Context: an optimization exercise on an open-source flow, tuned for small area. The choices shown serve that exercise and are no tape-out recipe.
The RTL was checked by simulation tests, not by an equivalence proof against the original design.
No activity file was given, so power comes from the tool's default toggle rates. The clock port is modelled as an ideal driver; clocking choices that lean on that would not hold on a real chip.

==> module streebog_block_packer, before the edit <==
module streebog_block_packer #(
  parameter int IN_WIDTH  = 64,
  parameter int OUT_DEPTH = 2
) (
  input  logic                               clk_i,
  input  logic                               rstn_i,
  input  logic                               abort_i,
  input  logic [IN_WIDTH-1:0]                s_data_i,
  input  logic                               s_valid_i,
  output logic                               s_ready_o,
  input  logic                               s_last_i,
  input  logic [$clog2(IN_WIDTH/8+1)-1:0]    s_nbytes_i,
  output logic [511:0]                       m_data_o,
  output logic                               m_valid_o,
  input  logic                               m_ready_i,
  output logic                               m_last_o,
  output logic [9:0]                         m_last_len_o,
  output logic                               busy_o
);
  logic       ready_q;
  logic [2:0] cnt_q;
  logic [1:0] count_q;    
  logic [2:0] head_q;     
  logic [2:0] asm_q;      
  logic       rp_q, wp_q;  
  logic closes, full, accept, push, pop;
  assign full      = count_q[1];
  assign m_valid_o = count_q != 2'd0;
  assign busy_o    = (cnt_q != 3'd0) || m_valid_o;
  assign closes    = s_last_i || (cnt_q == 3'd7);
  assign s_ready_o = ready_q && !(closes && full && !m_ready_i);
  assign accept    = s_valid_i && s_ready_o && !abort_i;
  assign push      = accept && closes;
  assign pop       = m_valid_o && m_ready_i && !abort_i;
  always_ff @(posedge clk_i or negedge rstn_i) begin
    if (!rstn_i) begin
      ready_q <= 1'b0;
      cnt_q   <= 3'd0;
      count_q <= 2'd0;
      head_q  <= 3'b001;
      asm_q   <= 3'b001;
      rp_q    <= 1'b0;
      wp_q    <= 1'b0;
    end else begin
      ready_q <= 1'b1;
      if (abort_i) begin
        cnt_q   <= 3'd0;
        count_q <= 2'd0;
        head_q  <= 3'b001;
        asm_q   <= 3'b001;
        rp_q    <= 1'b0;
        wp_q    <= 1'b0;
      end else begin
        if (accept) cnt_q <= closes ? 3'd0 : cnt_q + 3'd1;
        if (push && !pop) count_q <= count_q + 2'd1;
        else if (!push && pop) count_q <= count_q - 2'd1;
        if (pop)  head_q <= {head_q[1:0], head_q[2]};
        if (push) asm_q  <= {asm_q[1:0], asm_q[2]};
        if (pop)  rp_q   <= !rp_q;
        if (push) wp_q   <= !wp_q;
      end
    end
  end
  logic        partial;
  logic [63:0] wdata;
  assign partial = s_last_i && !s_nbytes_i[3];
  genvar gj;
  generate
    for (gj = 0; gj < 8; gj++) begin : g_byte
      logic keep_b, pad_b;
      assign keep_b = !partial || (3'(gj) < s_nbytes_i[2:0]);
      assign pad_b  = partial && (3'(gj) == s_nbytes_i[2:0]);
      assign wdata[8*gj +: 8] = (s_data_i[8*gj +: 8] & {8{keep_b}}) | {7'd0, pad_b};
    end
  endgenerate
  logic [6:0] len_in;
  assign len_in = s_last_i ? ({1'b0, cnt_q, 3'b000} + {3'b000, s_nbytes_i}) : 7'd64;
  logic [63:0] w_q [3][7];    
  logic [63:0] w7_q [2];      
  logic [6:0]  len_q [2];
  logic        last_q [2];
  always_ff @(posedge clk_i) begin
    for (int s = 0; s < 3; s++)
      for (int k = 0; k < 7; k++)
        if (accept && asm_q[s] && (cnt_q == 3'(k))) w_q[s][k] <= (s == 2) ? ~wdata : wdata;
    for (int e = 0; e < 2; e++)
      if (push && (wp_q == 1'(e))) begin
        w7_q[e]  <= ~wdata;
        len_q[e]  <= len_in;
        last_q[e] <= s_last_i;
      end
  end
  logic [6:0] len_h;
  logic [3:0] lw;         
  logic [7:0] keep, padw;
  assign len_h        = rp_q ? len_q[1] : len_q[0];
  assign m_last_o     = rp_q ? last_q[1] : last_q[0];
  assign m_last_len_o = {len_h, 3'b000};
  assign lw           = len_h[6:3];
  always_comb begin
    for (int k = 0; k < 8; k++) begin
      keep[k] = (lw > 4'(k)) || ((lw == 4'(k)) && (len_h[2:0] != 3'd0));
      padw[k] = (lw == 4'(k)) && (len_h[2:0] == 3'd0);
    end
  end
  genvar gk;
  generate
    for (gk = 0; gk < 7; gk++) begin : g_word
      logic [2:0]  sel;
      logic [63:0] word;
      assign sel  = head_q & {3{keep[gk]}};
      assign word = (w_q[0][gk] & {64{sel[0]}}) |
                    (w_q[1][gk] & {64{sel[1]}}) |
                    (~w_q[2][gk] & {64{sel[2]}});
      assign m_data_o[64*gk +: 64] = {word[63:1], word[0] | padw[gk]};
    end
  endgenerate
  logic [1:0]  sel7;
  logic [63:0] word7;
  assign sel7  = {rp_q, !rp_q} & {2{keep[7]}};
  assign word7 = ~((w7_q[0] | {64{!sel7[0]}}) & (w7_q[1] | {64{!sel7[1]}}));
  assign m_data_o[448 +: 64] = {word7[63:1], word7[0] | padw[7]};
endmodule
clock: 6.0 ns
lec_check: 0
cap_margin: 20
core_margin: 2
core_utilization: 75
slew_margin: 20
standard.sh (not shown) runs the stock make flow with config.mk's settings and CLKGATE_MAP_FILE= SYNTH_SCRIPT=/design/flow/synth_recipe.tcl, a recipe that flattens the netlist after the stock synthesis.
==> flow/flow/run.sh <==
#!/bin/bash
# The standard layout (standard.sh) with three changes:
#  - synthesis maps the logic with an area-oriented abc script (flow/abc_area.script);
#    everything else in synthesis, including the flip-flop mapping, is ORFS's own;
#  - the port buffers are the smallest buffer cell;
#  - clock tree: larger sink clusters, no dummy loads.
set -euo pipefail
here=$(pwd)
rm -rf "$here/scripts_abc"
cp -r "$FLOW_HOME/scripts" "$here/scripts_abc"
cp "$here/flow/abc_area.script" "$here/scripts_abc/abc_speed.script"
bash standard.sh \
  "SCRIPTS_DIR=$here/scripts_abc" \
  "BUFFER_PORTS_ARGS=-buffer_cell sky130_fd_sc_hd__buf_1" \
  "CTS_ARGS=-sink_clustering_enable -repair_clock_nets -dont_use_dummy_load -buf_list sky130_fd_sc_hd__clkbuf_16 -sink_clustering_size 28 -sink_clustering_max_diameter 85" \
  finish > "$here/flow.log" 2>&1
==> flow/flow/abc_area.script <==
strash
dch -f
amap
The first run produced a layout that fails on setup timing.
Change:
--- a/flow/design.v
+++ b/flow/design.v
@@ -21,13 +21,13 @@
   output logic [9:0]                         m_last_len_o,
   output logic                               busy_o
 );
   logic       ready_q;
   logic [2:0] cnt_q;
-  logic [1:0] count_q;    
-  logic [2:0] head_q;     
-  logic [2:0] asm_q;      
+  logic [1:0] count_q;     
+  logic [2:0] head_q;      
+  logic [2:0] asm_q;       
   logic       rp_q, wp_q;  
   logic closes, full, accept, push, pop;
   assign full      = count_q[1];
   assign m_valid_o = count_q != 2'd0;
   assign busy_o    = (cnt_q != 3'd0) || m_valid_o;
@@ -63,65 +63,67 @@
         if (pop)  rp_q   <= !rp_q;
         if (push) wp_q   <= !wp_q;
       end
     end
   end
-  logic        partial;
-  logic [63:0] wdata;
+  logic        partial, first;
+  logic [63:0] wdata, wr0_n, wr1_n;
   assign partial = s_last_i && !s_nbytes_i[3];
+  assign first   = cnt_q == 3'd0;
   genvar gj;
   generate
     for (gj = 0; gj < 8; gj++) begin : g_byte
       logic keep_b, pad_b;
       assign keep_b = !partial || (3'(gj) < s_nbytes_i[2:0]);
       assign pad_b  = partial && (3'(gj) == s_nbytes_i[2:0]);
       assign wdata[8*gj +: 8] = (s_data_i[8*gj +: 8] & {8{keep_b}}) | {7'd0, pad_b};
     end
   endgenerate
+  assign wr0_n = ~wdata;
+  assign wr1_n = ~(wdata & {64{!first}});
   logic [6:0] len_in;
   assign len_in = s_last_i ? ({1'b0, cnt_q, 3'b000} + {3'b000, s_nbytes_i}) : 7'd64;
   logic [63:0] w_q [3][7];    
   logic [63:0] w7_q [2];      
   logic [6:0]  len_q [2];
   logic        last_q [2];
   always_ff @(posedge clk_i) begin
-    for (int s = 0; s < 3; s++)
-      for (int k = 0; k < 7; k++)
-        if (accept && asm_q[s] && (cnt_q == 3'(k))) w_q[s][k] <= (s == 2) ? ~wdata : wdata;
+    for (int s = 0; s < 3; s++) begin
+      if (accept && asm_q[s] && first) w_q[s][0] <= wr0_n;
+      for (int k = 1; k < 7; k++)
+        if (accept && asm_q[s] && (first || (cnt_q == 3'(k)))) w_q[s][k] <= wr1_n;
+    end
     for (int e = 0; e < 2; e++)
       if (push && (wp_q == 1'(e))) begin
-        w7_q[e]  <= ~wdata;
+        w7_q[e]   <= wr0_n;
         len_q[e]  <= len_in;
         last_q[e] <= s_last_i;
       end
   end
   logic [6:0] len_h;
   logic [3:0] lw;         
-  logic [7:0] keep, padw;
+  logic [7:0] padw;
+  logic       keep7;
   assign len_h        = rp_q ? len_q[1] : len_q[0];
   assign m_last_o     = rp_q ? last_q[1] : last_q[0];
   assign m_last_len_o = {len_h, 3'b000};
   assign lw           = len_h[6:3];
-  always_comb begin
-    for (int k = 0; k < 8; k++) begin
-      keep[k] = (lw > 4'(k)) || ((lw == 4'(k)) && (len_h[2:0] != 3'd0));
-      padw[k] = (lw == 4'(k)) && (len_h[2:0] == 3'd0);
-    end
-  end
+  assign keep7        = lw[3] || ((lw == 4'd7) && (len_h[2:0] != 3'd0));
   genvar gk;
   generate
+    for (gk = 0; gk < 8; gk++) begin : g_pad
+      assign padw[gk] = (lw == 4'(gk)) && (len_h[2:0] == 3'd0);
+    end
     for (gk = 0; gk < 7; gk++) begin : g_word
-      logic [2:0]  sel;
       logic [63:0] word;
-      assign sel  = head_q & {3{keep[gk]}};
-      assign word = (w_q[0][gk] & {64{sel[0]}}) |
-                    (w_q[1][gk] & {64{sel[1]}}) |
-                    (~w_q[2][gk] & {64{sel[2]}});
+      assign word = ~((w_q[0][gk] & {64{head_q[0]}}) |
+                      (w_q[1][gk] & {64{head_q[1]}}) |
+                      (w_q[2][gk] & {64{head_q[2]}}));
       assign m_data_o[64*gk +: 64] = {word[63:1], word[0] | padw[gk]};
     end
   endgenerate
   logic [1:0]  sel7;
   logic [63:0] word7;
-  assign sel7  = {rp_q, !rp_q} & {2{keep[7]}};
+  assign sel7  = {rp_q, !rp_q} & {2{keep7}};
   assign word7 = ~((w7_q[0] | {64{!sel7[0]}}) & (w7_q[1] | {64{!sel7[1]}}));
   assign m_data_o[448 +: 64] = {word7[63:1], word7[0] | padw[7]};
 endmodule
Result: The new run finished with timing, DRC and antenna clean. Clock power is about the same. Worst hold slack improved by 0.0084 ns. Total power came out lower by a few percent. Die area came out lower by a few percent. Design area came out lower by a few percent. Sequential power is about the same. Critical path depth came out lower by 1.

==> re-timing with driven ports <==
In the flow no input, the clock included, has a driving cell. The finished layouts below were timed again as built, in two steps.
Step 1 assumes that a clkbuf_16 drives the clock port and a buf_2 every other input.
Step 2, shift: input delay + t, output delay - t, t = (earliest + latest rising clock arrival at the registers) / 2. This alone moves slack from input paths to output paths.
Slacks: ideal / step 1 / step 2; pairs: ideal / step 1.
run	shift t [ns]	setup WS [ns]	worst setup path after step 2
the first run	0.740	-0.045 / -0.119 / 0.407	input to register
the second run	0.735	0.165 / 0.096 / 0.723	input to register
